Source: an optimization exercise on an open RTL-to-GDS flow (aim: small area, a short achievable clock period and few clock cycles per item). Production flows keep margins and buffers that such runs may drop. At most, simulation tests tie the RTL to the original design; equivalence was not proved.

// scoped_symbol_table
module scoped_symbol_table (
   input  wire logic                   clock,
   input  wire logic                   reset,
   input  wire logic                   req_valid,
   output logic                        req_ready,
   input  wire logic [CMD_W-1:0]       req_command,
   input  wire logic [KEY_IN_W-1:0]    req_name_key,
   input  wire logic                   req_obj_kind,
   input  wire logic [TYPE_W-1:0]      req_obj_type,
   output logic                        rsp_valid,
   input  wire logic                   rsp_ready,
   output logic [STATUS_W-1:0]         rsp_status,
   output logic                        rsp_found_kind,
   output logic [TYPE_W-1:0]           rsp_found_type,
   output logic [LEVEL_W-1:0]          rsp_found_level,
   output logic [ADDR_W-1:0]           rsp_found_addr,
   output logic [DEPTH_OUT_W-1:0]      rsp_depth
);
Size in the first run: about 9100 cells after synthesis, about 3200 flip-flops, about 130000 sq um of cells after synthesis.
==> flow/config.mk <==
export PLATFORM = sky130hd
export DESIGN_NAME = scoped_symbol_table
export DESIGN_NICKNAME = scoped_symbol_table
export VERILOG_FILES = /design/flow/design.v
export SDC_FILE = /design/flow/constraint.sdc
export NUM_CORES = 4
export LEC_CHECK = 0
export CAP_MARGIN = 20
export CORE_MARGIN = 2
export CORE_UTILIZATION = 40
export CTS_BUF_LIST = sky130_fd_sc_hd__clkbuf_16
export CTS_CLUSTER_DIAMETER = 80
export CTS_CLUSTER_SIZE = 25
export SLEW_MARGIN = 20
==> flow/constraint.sdc <==
create_clock -name core_clock -period 11.0 [get_ports {clock}]
set_input_delay 2.2000 -clock core_clock [delete_from_list [all_inputs] [get_ports {clock}]]
set_output_delay 2.2000 -clock core_clock [all_outputs]
set_load 0.01 [all_outputs]
standard.sh (not shown) runs the stock make flow with config.mk's settings and CLKGATE_MAP_FILE= SYNTH_SCRIPT=/design/flow/synth_recipe.tcl, a recipe that flattens the netlist after the stock synthesis.
==> flow/flow/run.sh <==
#!/bin/bash
# layout flow: the standard flow, with a faster buffer cell on the ports and
# timing repair aimed at a larger setup margin
set -euo pipefail
bash standard.sh BUFFER_PORTS_ARGS="-buffer_cell sky130_fd_sc_hd__buf_4" SETUP_SLACK_MARGIN=7.5 finish > standard.log 2>&1
Testbench counts at the start, summed over its fixed seeds: cycles 16,048, items 16,000.
Edit:
--- a/flow/design.v
+++ b/flow/design.v
@@ -73,12 +73,13 @@
    output logic [ADDR_W-1:0]           rsp_found_addr,
    output logic [DEPTH_OUT_W-1:0]      rsp_depth
 );
    localparam int N   = MAX_ENTRIES;    
    localparam int NS  = MAX_SCOPES;     
    localparam int CAP = 7;              
+   localparam int NB  = CAP - 1;        
    localparam int RW  = STATUS_W + 1 + TYPE_W + LEVEL_W + ADDR_W + DEPTH_OUT_W;
    function automatic logic [N-1:0] or_above(input logic [N-1:0] x);
       logic [N-1:0] p;
       p = x >> 1;
       for (int s = 1; s < N; s = s * 2) p = p | (p >> s);
       or_above = p;
@@ -298,22 +299,22 @@
       for (int m = 0; m < 2; m++) lvl[2] = lvl[2] | (tl[8*m+4] & ~tl[8*m+8]);
       lvl[3] = tl[8];
    end
    for (genvar g = 0; g < 4; g++) begin : g_pc16
       logic [1:0] a [8];
       logic [2:0] b [4];
-      logic [3:0] h0, h1;
+      logic [3:0] c0, c1;
       for (genvar i = 0; i < 8; i++) begin : g_a
          assign a[i] = {1'b0, am3[16*g+2*i]} + {1'b0, am3[16*g+2*i+1]};
       end
       for (genvar i = 0; i < 4; i++) begin : g_b
          assign b[i] = {1'b0, a[2*i]} + {1'b0, a[2*i+1]};
       end
-      assign h0 = {1'b0, b[0]} + {1'b0, b[1]};
-      assign h1 = {1'b0, b[2]} + {1'b0, b[3]};
-      assign pc8[5*g +: 5] = {1'b0, h0} + {1'b0, h1};
+      assign c0 = {1'b0, b[0]} + {1'b0, b[1]};
+      assign c1 = {1'b0, b[2]} + {1'b0, b[3]};
+      assign pc8[5*g +: 5] = {1'b0, c0} + {1'b0, c1};
    end
    logic         v4;
    logic [2:0]   st4;
    logic [4:0]   depth4;
    logic         kind4;
    logic [1:0]   type4;
@@ -335,60 +336,57 @@
    assign c01    = 6'(pc4[4:0])   + 6'(pc4[9:5]);
    assign c23    = 6'(pc4[14:10]) + 6'(pc4[19:15]);
    assign acnt   = c01 + c23;
    assign res_in = {st4, kind4, type4, level4, kind4 ? 6'd0 : acnt, depth4};
    logic [RW-1:0] out_ff;
    logic          out_v;
-   logic [RW-1:0] qb [CAP];
-   logic [2:0]    wr_ptr, rd_ptr, rd_inc;
+   logic [RW-1:0] qb [NB];
+   logic [2:0]    wr_ptr, rd_ptr;
    logic [2:0]    qcnt;         
    logic [2:0]    out_cnt;      
+   logic          take;         
+   logic          from_q;
    logic [2:0]    out_cnt_next;
-   logic          pop;
-   logic [RW-1:0] head_keep, head_next;
-   logic [2:0]    qcnt_keep, qcnt_pop;
-   assign pop          = out_v && rsp_ready;
-   assign rd_inc       = (rd_ptr == 3'(CAP - 1)) ? 3'd0 : rd_ptr + 3'd1;
-   assign out_cnt_next = out_cnt + 3'(req_valid && ready_ff) - 3'(pop);
-   assign head_keep = (v4 && (wr_ptr == rd_ptr)) ? res_in : qb[rd_ptr];
-   assign head_next = (v4 && (wr_ptr == rd_inc)) ? res_in : qb[rd_inc];
-   assign qcnt_keep = qcnt + 3'(v4);
-   assign qcnt_pop  = qcnt_keep - 3'd1;
+   logic [2:0]    qcnt_take, qcnt_hold;
+   assign qcnt_hold = qcnt + 3'(v4);
+   assign qcnt_take = qcnt_hold - 3'(from_q || v4);
+   assign take         = !out_v || rsp_ready;
+   assign from_q       = (qcnt != 3'd0);
+   assign out_cnt_next = out_cnt + 3'(req_valid && ready_ff) - 3'(out_v && rsp_ready);
    always_ff @(posedge clock) begin
       if (reset) begin
          out_cnt  <= '0;
          ready_ff <= 1'b1;
       end else begin
          out_cnt  <= out_cnt_next;
          ready_ff <= (out_cnt_next < 3'(CAP));
       end
    end
-   for (genvar s = 0; s < CAP; s++) begin : g_q
+   for (genvar s = 0; s < NB; s++) begin : g_q
       always_ff @(posedge clock)
          if (v4 && (wr_ptr == 3'(s))) qb[s] <= res_in;
    end
    always_ff @(posedge clock) begin
       if (reset) begin
          out_v  <= 1'b0;
          wr_ptr <= '0;
          rd_ptr <= '0;
          qcnt   <= '0;
       end else begin
-         if (v4) wr_ptr <= (wr_ptr == 3'(CAP - 1)) ? 3'd0 : wr_ptr + 3'd1;
-         if (pop) begin
-            rd_ptr <= rd_inc;
-            qcnt   <= qcnt_pop;
-            out_v  <= (qcnt_pop != 3'd0);
-         end else begin
-            qcnt   <= qcnt_keep;
-            out_v  <= (qcnt_keep != 3'd0);
+         if (v4) wr_ptr <= (wr_ptr == 3'(NB - 1)) ? 3'd0 : wr_ptr + 3'd1;
+         if (take && (from_q || v4)) begin
+            out_v  <= 1'b1;
+            rd_ptr <= (rd_ptr == 3'(NB - 1)) ? 3'd0 : rd_ptr + 3'd1;
+         end else if (take) begin
+            out_v  <= 1'b0;
          end
+         qcnt <= take ? qcnt_take : qcnt_hold;
       end
    end
    always_ff @(posedge clock)
-      out_ff <= pop ? head_next : head_keep;
+      if (take) out_ff <= from_q ? qb[rd_ptr] : res_in;
    assign req_ready       = ready_ff;
    assign rsp_valid       = out_v;
    assign rsp_status      = out_ff[RW-1 -: 3];
    assign rsp_found_kind  = out_ff[RW-4];
    assign rsp_found_type  = out_ff[RW-5 -: 2];
    assign rsp_found_level = out_ff[RW-7 -: 4];
What happened: Final cell count shrinks slightly. Clock-buffer cell count shrinks by 3. Utilization barely changes. Global-route usage grows by 0.87 points. Fmax shrinks slightly. Worst hold slack barely changes. Design area shrinks slightly.
Function not checked in the second run of this note: the RTL went through the layout flow alone.

separate check: timing with driven ports:
No port has a modelled driver above. Below, the same layouts with a new extraction and two added sets of constraints.
Step 1: set_driving_cell puts a clkbuf_16 on clock and a buf_2 on each other input, an assumption about the parent block.
Step 2 times the ports against the registers' clock, not the clock port: input delays grow and output delays shrink by t, the midpoint of the rising clock arrivals with the driver on.
a / b / c = ideal ports / drivers / drivers and shift; a / b = the first two.
run	shift t [ns]	setup WS [ns]	worst setup path at the end	latest minus earliest clock arrival (ns)	worst slew at a driven data input, ns
the first run	0.998	7.300 / 7.274 / 6.801	input to register	0.090 / 0.090	0.08
the second run	1.010	7.277 / 7.208 / 7.058	input to register	0.110 / 0.110	0.21
After both steps every run listed still meets setup and hold. For the first run, which loses most, drivers alone change the setup slack by -0.026 ns; drivers and shift together by -0.499 ns.
